Source: an optimization exercise on an open RTL-to-GDS flow (aim: small area). Production flows keep margins and buffers that such runs may drop. Only simulation tests tie the RTL to the original design; equivalence was not proved. Power is estimated from default activity; no workload was simulated.

[flow/config.mk]
export PLATFORM = sky130hd
export DESIGN_NAME = reservation_station
export DESIGN_NICKNAME = reservation_station
export VERILOG_FILES = /design/flow/design.v
export SDC_FILE = /design/flow/constraint.sdc
export NUM_CORES = 4
export LEC_CHECK = 0
export CAP_MARGIN = 20
export CORE_MARGIN = 2
export CORE_UTILIZATION = 40
export SLEW_MARGIN = 20
[flow/design.v]
`default_nettype none
package rs_pkg;
    localparam int SLOT_W = $clog2(4);   
    typedef logic [32-1:0] data_t;        
    typedef struct packed {
        logic              spare;   
        logic              bank;    
        logic [SLOT_W-1:0] slot;    
    } row_fields_t;
    typedef union packed {
        logic [4-1:0] raw;
        row_fields_t          f;
    } row_tag_u;
    localparam logic BANK_ADD = 1'b0;
    localparam logic BANK_MUL = 1'b1;
endpackage
`default_nettype wire
`timescale 1ns/1ps
`default_nettype none
module station_bank #(
    parameter logic BANK = rs_pkg::BANK_ADD   
) (
    input  wire                              clk,
    input  wire                              reset,
    input  wire                              dispatch_en,
    input  wire rs_pkg::data_t               src1_value,
    input  wire rs_pkg::row_tag_u            src1_tag,
    input  wire                              src1_ready,
    input  wire rs_pkg::data_t               src2_value,
    input  wire rs_pkg::row_tag_u            src2_tag,
    input  wire                              src2_ready,
    input  wire                              add_bc_valid,
    input  wire rs_pkg::row_tag_u            add_bc_tag,
    input  wire rs_pkg::data_t               add_bc_value,
    input  wire                              mul_bc_valid,
    input  wire rs_pkg::row_tag_u            mul_bc_tag,
    input  wire rs_pkg::data_t               mul_bc_value,
    input  wire                              free_valid,
    input  wire rs_pkg::row_tag_u            free_tag,
    input  wire [4-1:0]              grant,
    output rs_pkg::row_tag_u                 free_row,
    output logic                             full,
    output logic [4-1:0]             request,
    output rs_pkg::data_t [4-1:0]    op1_vals,
    output rs_pkg::data_t [4-1:0]    op2_vals
);
    logic [4-1:0]     busy;        
    logic [4-1:0]     issued;      
    logic [4-1:0]     op1_valid;
    logic [4-1:0]     op2_valid;
    logic [4-1:0][4-1:0] op1_tag;     
    logic [4-1:0][4-1:0] op2_tag;
    logic [rs_pkg::SLOT_W-1:0]        free_slot;
    logic [4-1:0]     alloc;       
    logic [4-1:0]     free_hit;
    logic [4-1:0]     add_hit1;    
    logic [4-1:0]     mul_hit1;
    logic [4-1:0]     add_hit2;
    logic [4-1:0]     mul_hit2;
    logic                     src1_add_hit;
    logic                     src1_mul_hit;
    logic                     src2_add_hit;
    logic                     src2_mul_hit;
    logic                     src1_now;    
    logic                     src2_now;
    rs_pkg::data_t                    src1_data;
    rs_pkg::data_t                    src2_data;
    function automatic logic tag_hit(input logic bc_valid, input logic [4-1:0] bc_tag,
                                     input logic [4-1:0] tag);
        tag_hit = bc_valid && (bc_tag == tag);
    endfunction
    always_comb begin
        free_slot = '0;
        for (int i = 4 - 1; i >= 0; i--) begin
            if (!busy[i]) begin
                free_slot = rs_pkg::SLOT_W'(i);
            end
        end
    end
    assign full = &busy;
    always_comb begin
        free_row.f.spare = 1'b0;
        free_row.f.bank  = BANK;
        free_row.f.slot  = free_slot;   
    end
    always_comb begin
        for (int i = 0; i < 4; i++) begin
            alloc[i]    = dispatch_en && !full && (free_slot == rs_pkg::SLOT_W'(i));
            free_hit[i] = free_valid && (free_tag.f.bank == BANK)
                          && (free_tag.f.slot == rs_pkg::SLOT_W'(i));
            add_hit1[i] = busy[i] && !op1_valid[i]
                          && tag_hit(add_bc_valid, add_bc_tag, op1_tag[i]);
            mul_hit1[i] = busy[i] && !op1_valid[i]
                          && tag_hit(mul_bc_valid, mul_bc_tag, op1_tag[i]);
            add_hit2[i] = busy[i] && !op2_valid[i]
                          && tag_hit(add_bc_valid, add_bc_tag, op2_tag[i]);
            mul_hit2[i] = busy[i] && !op2_valid[i]
                          && tag_hit(mul_bc_valid, mul_bc_tag, op2_tag[i]);
        end
    end
    assign src1_add_hit = tag_hit(add_bc_valid, add_bc_tag, src1_tag);
    assign src1_mul_hit = tag_hit(mul_bc_valid, mul_bc_tag, src1_tag);
    assign src2_add_hit = tag_hit(add_bc_valid, add_bc_tag, src2_tag);
    assign src2_mul_hit = tag_hit(mul_bc_valid, mul_bc_tag, src2_tag);
    assign src1_now  = src1_ready || src1_add_hit || src1_mul_hit;
    assign src2_now  = src2_ready || src2_add_hit || src2_mul_hit;
    assign src1_data = src1_ready ? src1_value : (src1_add_hit ? add_bc_value : mul_bc_value);
    assign src2_data = src2_ready ? src2_value : (src2_add_hit ? add_bc_value : mul_bc_value);
    assign request = busy & op1_valid & op2_valid & ~issued;   
    always_ff @(posedge clk) begin
        if (reset) begin
            busy      <= '0;
            issued    <= '0;
            op1_valid <= '0;
            op2_valid <= '0;
        end else begin
            for (int i = 0; i < 4; i++) begin
                if (alloc[i]) begin
                    busy[i]      <= 1'b1;
                    issued[i]    <= 1'b0;
                    op1_valid[i] <= src1_now;
                    op2_valid[i] <= src2_now;
                end else begin
                    if (add_hit1[i] || mul_hit1[i]) begin
                        op1_valid[i] <= 1'b1;
                    end
                    if (add_hit2[i] || mul_hit2[i]) begin
                        op2_valid[i] <= 1'b1;
                    end
                    if (grant[i]) begin
                        issued[i] <= 1'b1;
                    end
                end
                if (free_hit[i]) begin
                    busy[i]      <= 1'b0;
                    issued[i]    <= 1'b0;
                    op1_valid[i] <= 1'b0;
                    op2_valid[i] <= 1'b0;
                end
            end
        end
    end
    always_ff @(posedge clk) begin
        for (int i = 0; i < 4; i++) begin
            if (alloc[i]) begin
                op1_vals[i] <= src1_data;
                op2_vals[i] <= src2_data;
                op1_tag[i]  <= src1_tag;
                op2_tag[i]  <= src2_tag;
            end else begin
                if (add_hit1[i]) begin
                    op1_vals[i] <= add_bc_value;
                end else if (mul_hit1[i]) begin
                    op1_vals[i] <= mul_bc_value;
                end
                if (add_hit2[i]) begin
                    op2_vals[i] <= add_bc_value;
                end else if (mul_hit2[i]) begin
                    op2_vals[i] <= mul_bc_value;
                end
            end
        end
    end
endmodule
`default_nettype wire
`timescale 1ns/1ps
`default_nettype none
module issue_select (
    input  wire                              clk,
    input  wire                              reset,
    input  wire [4-1:0]              add_request,
    input  wire [4-1:0]              mul_request,
    input  wire rs_pkg::data_t [4-1:0] add_op1_vals,
    input  wire rs_pkg::data_t [4-1:0] add_op2_vals,
    input  wire rs_pkg::data_t [4-1:0] mul_op1_vals,
    input  wire rs_pkg::data_t [4-1:0] mul_op2_vals,
    output logic [4-1:0]             add_grant,
    output logic [4-1:0]             mul_grant,
    output rs_pkg::data_t                    rs1_val,
    output rs_pkg::data_t                    rs2_val,
    output rs_pkg::row_tag_u                 row,
    output logic                             calculate
);
    localparam int ROWS  = 2 * 4;
    localparam int ROW_W = $clog2(ROWS);
    logic [ROWS-1:0]   req_all;    
    logic [ROWS-1:0]   grant_oh;
    logic [ROW_W-1:0]  pick;       
    logic              any_req;
    rs_pkg::data_t [ROWS-1:0]  op1_all;
    rs_pkg::data_t [ROWS-1:0]  op2_all;
    rs_pkg::row_tag_u          pick_tag;
    assign req_all = {mul_request, add_request};
    assign op1_all = {mul_op1_vals, add_op1_vals};
    assign op2_all = {mul_op2_vals, add_op2_vals};
    assign any_req = |req_all;
    always_comb begin
        pick = '0;
        for (int i = ROWS - 1; i >= 0; i--) begin
            if (req_all[i]) begin
                pick = ROW_W'(i);
            end
        end
    end
    assign grant_oh  = any_req ? (ROWS'(1) << pick) : '0;
    assign add_grant = grant_oh[4-1:0];
    assign mul_grant = grant_oh[ROWS-1:4];
    always_comb begin
        pick_tag.f.spare = 1'b0;
        pick_tag.f.bank  = pick[rs_pkg::SLOT_W];    
        pick_tag.f.slot  = pick[rs_pkg::SLOT_W-1:0];
    end
    always_ff @(posedge clk) begin
        if (reset) begin
            calculate <= 1'b0;
            rs1_val   <= '0;
            rs2_val   <= '0;
            row       <= '0;
        end else begin
            calculate <= any_req;         
            if (any_req) begin
                rs1_val <= op1_all[pick];
                rs2_val <= op2_all[pick];
                row     <= pick_tag;      
            end
        end
    end
endmodule
`default_nettype wire
`timescale 1ns/1ps
`default_nettype none
module reservation_station (
    input  wire                      clk,
    input  wire                      reset,
    input  wire                      dispatch,
    input  wire                      dispatch_is_mul,
    input  wire rs_pkg::data_t       src1_value,
    input  wire rs_pkg::data_t       src2_value,
    input  wire rs_pkg::row_tag_u    src1_tag,
    input  wire rs_pkg::row_tag_u    src2_tag,
    input  wire                      src1_ready,
    input  wire                      src2_ready,
    input  wire                      add_bc_valid,
    input  wire rs_pkg::row_tag_u    add_bc_tag,
    input  wire rs_pkg::data_t       add_bc_value,
    input  wire                      mul_bc_valid,
    input  wire rs_pkg::row_tag_u    mul_bc_tag,
    input  wire rs_pkg::data_t       mul_bc_value,
    input  wire                      free_valid,
    input  wire rs_pkg::row_tag_u    free_tag,
    output rs_pkg::row_tag_u         available,
    output logic                     add_full,
    output logic                     mul_full,
    output rs_pkg::data_t            rs1_val,
    output rs_pkg::data_t            rs2_val,
    output rs_pkg::row_tag_u         row,
    output logic                     calculate
);
    logic                       add_dispatch_en;
    logic                       mul_dispatch_en;
    rs_pkg::row_tag_u                   add_free_row;   
    rs_pkg::row_tag_u                   mul_free_row;
    logic [4-1:0]       add_request;
    logic [4-1:0]       mul_request;
    logic [4-1:0]       add_grant;
    logic [4-1:0]       mul_grant;
    rs_pkg::data_t [4-1:0]      add_op1_vals;
    rs_pkg::data_t [4-1:0]      add_op2_vals;
    rs_pkg::data_t [4-1:0]      mul_op1_vals;
    rs_pkg::data_t [4-1:0]      mul_op2_vals;
    assign add_dispatch_en = dispatch && (dispatch_is_mul == rs_pkg::BANK_ADD);
    assign mul_dispatch_en = dispatch && (dispatch_is_mul == rs_pkg::BANK_MUL);
    assign available = (dispatch_is_mul == rs_pkg::BANK_MUL) ? mul_free_row : add_free_row;
    station_bank #(.BANK(rs_pkg::BANK_ADD)) u_add_bank (
        .clk          (clk),
        .reset        (reset),
        .dispatch_en  (add_dispatch_en),
        .src1_value   (src1_value),
        .src1_tag     (src1_tag),
        .src1_ready   (src1_ready),
        .src2_value   (src2_value),
        .src2_tag     (src2_tag),
        .src2_ready   (src2_ready),
        .add_bc_valid (add_bc_valid),
        .add_bc_tag   (add_bc_tag),
        .add_bc_value (add_bc_value),
        .mul_bc_valid (mul_bc_valid),
        .mul_bc_tag   (mul_bc_tag),
        .mul_bc_value (mul_bc_value),
        .free_valid   (free_valid),
        .free_tag     (free_tag),
        .grant        (add_grant),
        .free_row     (add_free_row),
        .full         (add_full),
        .request      (add_request),
        .op1_vals     (add_op1_vals),
        .op2_vals     (add_op2_vals)
    );
    station_bank #(.BANK(rs_pkg::BANK_MUL)) u_mul_bank (
        .clk          (clk),
        .reset        (reset),
        .dispatch_en  (mul_dispatch_en),
        .src1_value   (src1_value),
        .src1_tag     (src1_tag),
        .src1_ready   (src1_ready),
        .src2_value   (src2_value),
        .src2_tag     (src2_tag),
        .src2_ready   (src2_ready),
        .add_bc_valid (add_bc_valid),
        .add_bc_tag   (add_bc_tag),
        .add_bc_value (add_bc_value),
        .mul_bc_valid (mul_bc_valid),
        .mul_bc_tag   (mul_bc_tag),
        .mul_bc_value (mul_bc_value),
        .free_valid   (free_valid),
        .free_tag     (free_tag),
        .grant        (mul_grant),
        .free_row     (mul_free_row),
        .full         (mul_full),
        .request      (mul_request),
        .op1_vals     (mul_op1_vals),
        .op2_vals     (mul_op2_vals)
    );
    issue_select u_issue (
        .clk          (clk),
        .reset        (reset),
        .add_request  (add_request),
        .mul_request  (mul_request),
        .add_op1_vals (add_op1_vals),
        .add_op2_vals (add_op2_vals),
        .mul_op1_vals (mul_op1_vals),
        .mul_op2_vals (mul_op2_vals),
        .add_grant    (add_grant),
        .mul_grant    (mul_grant),
        .rs1_val      (rs1_val),
        .rs2_val      (rs2_val),
        .row          (row),
        .calculate    (calculate)
    );
endmodule
`default_nettype wire
[flow/constraint.sdc]
create_clock -name core_clock -period 4.0 [get_ports {clk}]
set_input_delay 0.8000 -clock core_clock [delete_from_list [all_inputs] [get_ports {clk}]]
set_output_delay 0.8000 -clock core_clock [all_outputs]
set_load 0.01 [all_outputs]
[flow/run.sh]
#!/bin/bash
# synth_recipe.tcl (not shown) runs the flow's synth.tcl, then flattens the netlist and writes it again
# the make line also repeats each setting of config.mk as NAME=value (left out here)
make -C /OpenROAD-flow-scripts/flow DESIGN_CONFIG=/design/flow/config.mk WORK_HOME=/design/flow/orfs CLKGATE_MAP_FILE= SYNTH_SCRIPT=/design/flow/synth_recipe.tcl finish
==> results.sh <==
export IMPL_outcome="finished clean"
export IMPL_hold_depth=2
export IMPL_cp_slowest_cell="and2_2"
export IMPL_vias=33004
export IMPL_die_h_um=316
export IMPL_final_layout_size_suffix_gt1_share_pct=11.4
export IMPL_wl_per_cell_um=30.2
export IMPL_synth_seq_cells=676
export IMPL_io_buffers=228
export IMPL_antenna_found_initial=7
export IMPL_area_growth_pct=17.9
export IMPL_cts_sinks=676
export IMPL_period_share_pct=85.1
export IMPL_finalClockSkew_ns=0.0291
export IMPL_ant_nets=0
export IMPL_cts_root_buffer_cell="clkbuf_16"
export IMPL_synth_area_leaders="edfxtp_1 44%, mux2i_1 13%, o21ai_0 8.0%, nand2_1 5.5%, dfxtp_1 5.1%"
export IMPL_core_sq_um=96700
export IMPL_initial_utilization_pct=40.4
export IMPL_synth_edf_count=576
export IMPL_hold_violations=0
export IMPL_placementRows=114
export IMPL_fmax_ghz=0.294
export IMPL_viasPerCell=6.28
export IMPL_post_synth_inst_count=3839
export IMPL_dp_final_hpwl_mm=98.3
export IMPL_synth_top_area_share_pct=44.3
export IMPL_synthSimpleGateAreaFrac_pct=10.4
export IMPL_yosysUniqueCellTypes=63
export IMPL_synth_adder_area_share_pct=0
export IMPL_max_slew_margin_rel_pct=30.8
export IMPL_clk_latency_ns=0.64
export IMPL_synth_area_leader_cell="edfxtp_1"
export IMPL_power_frac_seq_pct=46.3
export IMPL_crit_chain="and4b_1, buf_4, a31o_4, and2_2, buf_4, a222oi_1, a211oi_1"
export IMPL_track_usage_pct=31.0
export IMPL_overflow=0
export IMPL_clock_power_share_pct=42.7
export IMPL_crit_top_cell="buf_4"
export IMPL_finalInstanceArea_sq_um=46000
export IMPL_reg2reg_from="u_add_bank.busy[0]"
export IMPL_path_clk_slew_ns=0.06
export IMPL_crit_path_max_fanout=19
export IMPL_arrival_ns=3.94
export IMPL_ir_worst_vdd_uv=285
export IMPL_first_pass_iters=6
export IMPL_hold_ws_ns=0.500
export IMPL_drtIter0Drc=4181
export IMPL_wirelength_mm=159
export IMPL_hold_buffers=0
export IMPL_finish_utilization_pct=47.6
export IMPL_grt_pass1_vias=31633
export IMPL_r2r_slack_ns=0.60
export IMPL_gp_congestion=0.914
export IMPL_post_cts_setup_buffer_count=0
export IMPL_power_leakage_nw=18.1
export IMPL_clockBufferDepth=3
export IMPL_grt_max_degree=59
export IMPL_yosys_area_share_xor_xnor_pct=3.23
export IMPL_worstHoldStart="u_mul_bank.issued[3]"
export IMPL_yosysWarnings=3
export IMPL_swShare_pct=25.0
export IMPL_min_path_type="reg2reg"
export IMPL_grt_pass1_wl_mm=225
export IMPL_p_switching_w=0.00425
export IMPL_cts_resized=0
export IMPL_power_per_cell_area_nw_per_um2=369
export IMPL_dieWidth_um=316
export IMPL_finalSetupViolations=0
export IMPL_worstMarginPinSlew_ns=1.04
export IMPL_muxShareOfSynthArea_pct=13.1
export IMPL_synth_top_family_by_area="compound AO/OA/AOI/OAI gates"
export IMPL_synth_ff_type="edfxtp_1"
export IMPL_slew_violations=0
export IMPL_max_cap_viol_count=0
export IMPL_max_stage_delay_ns=0.69
export IMPL_yosysSeqAreaShare_pct=49.4
export IMPL_h_tree_depth=3
export IMPL_ios=232
export IMPL_p_comb_share_pct=11.0
export IMPL_fin_setup_tns_ns=0
export IMPL_synth_async_sr_flop_share_pct=0
export IMPL_cts_tree="built"
export IMPL_syn_area_sq_um=39100
export IMPL_cts_buffers=75
export IMPL_die_area_sq_um=100000
export IMPL_post_route_min_period_ns=3.40
export IMPL_min_delay_worst_endpoint="u_mul_bank.issued[3]"
export IMPL_drc=0
export IMPL_power_w=0.0170
export IMPL_postPlaceCellArea_sq_um=43500
export IMPL_synth_compound_area_share_pct=18.7
export IMPL_ff2ff_path_depth=7
export IMPL_end_kind="flip-flop"
export IMPL_synth_area_per_cell_sq_um=10.2
export IMPL_rsz0062_at_grt="no"
export IMPL_r2r_end="u_issue.rs2_val[10]"
export IMPL_cp_data_required_time_ns=4.53
export IMPL_cp_start_kind="flip-flop"
export IMPL_fin_nets=4076
export IMPL_internal_power_w=0.0128
export IMPL_crit_type="reg2reg"
-- worst max-delay path by stage --
| stage | start | to | slack [ns] | cells after the start |
|---|---|---|---|---|
| floorplan | mul_bc_tag[3] | u_mul_bank.op2_vals[0] | 0.99 | 5 |
| global placement | add_bc_tag[3] | u_add_bank.op1_vals[12] | 0.50 | 7 |
| detailed placement | add_bc_tag[3] | u_add_bank.op1_vals[14] | 0.47 | 8 |
| CTS | u_add_bank.busy[0] | u_issue.rs2_val[10] | 0.74 | 7 |
| global route | u_add_bank.busy[0] | u_issue.rs1_val[13] | 0.59 | 7 |
| finish | u_add_bank.busy[0] | u_issue.rs2_val[10] | 0.60 | 7 |
-- layout by cell type, fill, tap and decap left out, types with 43 or more instances in the layout --
master           count
o21ai_0            623
edfxtp_1           576
nand2_1            569
mux2i_1            512
clkdlybuf4s50_1    227
buf_4              162
nor2_1             115
xnor2_1            106
a211oi_1           101
dfxtp_1            100
clkbuf_16           79
nand3_1             70
a31oi_2             60
buf_12              60
nor3_1              43
-- cells in the mapped netlist, types with 9 or more instances --
| library cell | count |
|---|---|
| a221oi_1 | 39 |
| o21bai_1 | 28 |
| a22o_1 | 36 |
| a21o_1 | 30 |
| buf_6 | 9 |
| clkbuf_1 | 260 |
| o21ai_0 | 623 |
| a21oi_1 | 36 |
| nor3_1 | 44 |
| dfxtp_1 | 100 |
| a31oi_2 | 60 |
| edfxtp_1 | 576 |
| and2_1 | 9 |
| nor2_1 | 117 |
| buf_4 | 28 |
| nand2_1 | 569 |
| a32o_1 | 27 |
| nand3_1 | 83 |
| mux2i_1 | 512 |
| buf_1 | 53 |
| xor2_1 | 38 |
| nand4_1 | 36 |
| a222oi_1 | 28 |
| o21ai_1 | 38 |
| and3_1 | 32 |
| xnor2_1 | 106 |
| buf_2 | 97 |
| a211oi_1 | 101 |
| o32ai_1 | 27 |
| o22ai_1 | 9 |
-- state kept, by name, indices dropped and copies added, names as in the netlist, 4 cells and up --
register / flops
u_issue.rs1_val: 32
u_mul_bank.busy: 4
u_mul_bank.op2_vals: 128
u_add_bank.op2_valid: 4
u_issue.rs2_val: 32
u_add_bank.issued: 4
u_add_bank.op2_vals: 128
u_mul_bank.issued: 4
u_add_bank.busy: 4
u_add_bank.op1_valid: 4
u_mul_bank.op2_valid: 4
u_mul_bank.op1_vals: 128
u_add_bank.op2_tag: 16
u_add_bank.op1_vals: 128
u_add_bank.op1_tag: 16
u_mul_bank.op1_tag: 16
u_mul_bank.op1_valid: 4
u_mul_bank.op2_tag: 16
-- power by group through the flow --
stage / Clock, W / Combinational [W] / Sequential (W)
after floorplan: 0 / 0.00100 / 0.00800
after global placement: 0 / 0.00178 / 0.00802
after detailed placement: 0 / 0.00181 / 0.00802
after CTS: 0.00727 / 0.00182 / 0.00787
after global routing: 0.00754 / 0.00198 / 0.00788
final: 0.00726 / 0.00187 / 0.00787
-- final cells by class --
class | count | area [sq um]
flip-flops and latches | 676 | 19300
inverters | 10 | 52.6
multi-input cells | 2707 | 17900
repair buffers | 449 | 4690
clock buffers | 107 | 2200
well taps | 1276 | 1600
diodes | 1 | 2.50
fillers | 8818 | 50700
clock inverters | 28 | 322
-- cell families after synthesis --
family / after synthesis
xor+xnor: 144
buf+inv: 457
flops: 676
simple gates: 933
mux: 512
compound gates: 1116
other cells: 1
-- metrics by stage --
stage / setup slack (ns) / std cells
floorplan: 0.993 / 3840
global placement: 0.502 / 5118
detailed placement: 0.466 / 5118
CTS: 0.738 / 5253
global route: 0.587 / 5253
finish: 0.597 / 5254
-- per-layer routing --
metal / global-route usage [%] / vias to the layer above / share of wire, %
li1: - / 14378 / -
met1: 41.4 / 16140 / 39
met2: 47.9 / 2075 / 44
met3: 7.97 / 405 / 12
met4: 12.9 / 6 / 4.1
met5: 0 / - / 0.018
-- worst max-delay path: cells and delay by family (launching register included) --
| kind | cells | cell delay (ns) |
|---|---|---|
| buffers and inverters | 2 | 0.81 |
| AND/OR/NAND/NOR | 2 | 1.18 |
| flip-flops | 1 | 0.57 |
| AO/OA/AOI/OAI | 3 | 0.70 |

## separate check: timing with driven ports
The flow's constraints put no driver on any port. The routed layout listed below was extracted and timed again, unchanged, in two steps. Step 1 sets driving cells, clkbuf_16 on the clock port and buf_2 on the other inputs (assumed; they add their load-dependent delay and slew). Step 2 also shifts input and output timing later by t, the mid clock arrival at the registers, as if the neighbouring blocks saw the same clock. Slacks: no drivers / after step 1 / after step 2; pairs: no drivers / after step 1.
t, ns: 0.695
setup slack, ns: 0.597 / 0.597 / 0.376
hold WS [ns]: 0.500 / 0.500 / 0.500
After both steps this run still meets setup and hold. The setup slack of this run moves by 0.000 ns with the drivers and by -0.221 ns with both steps.
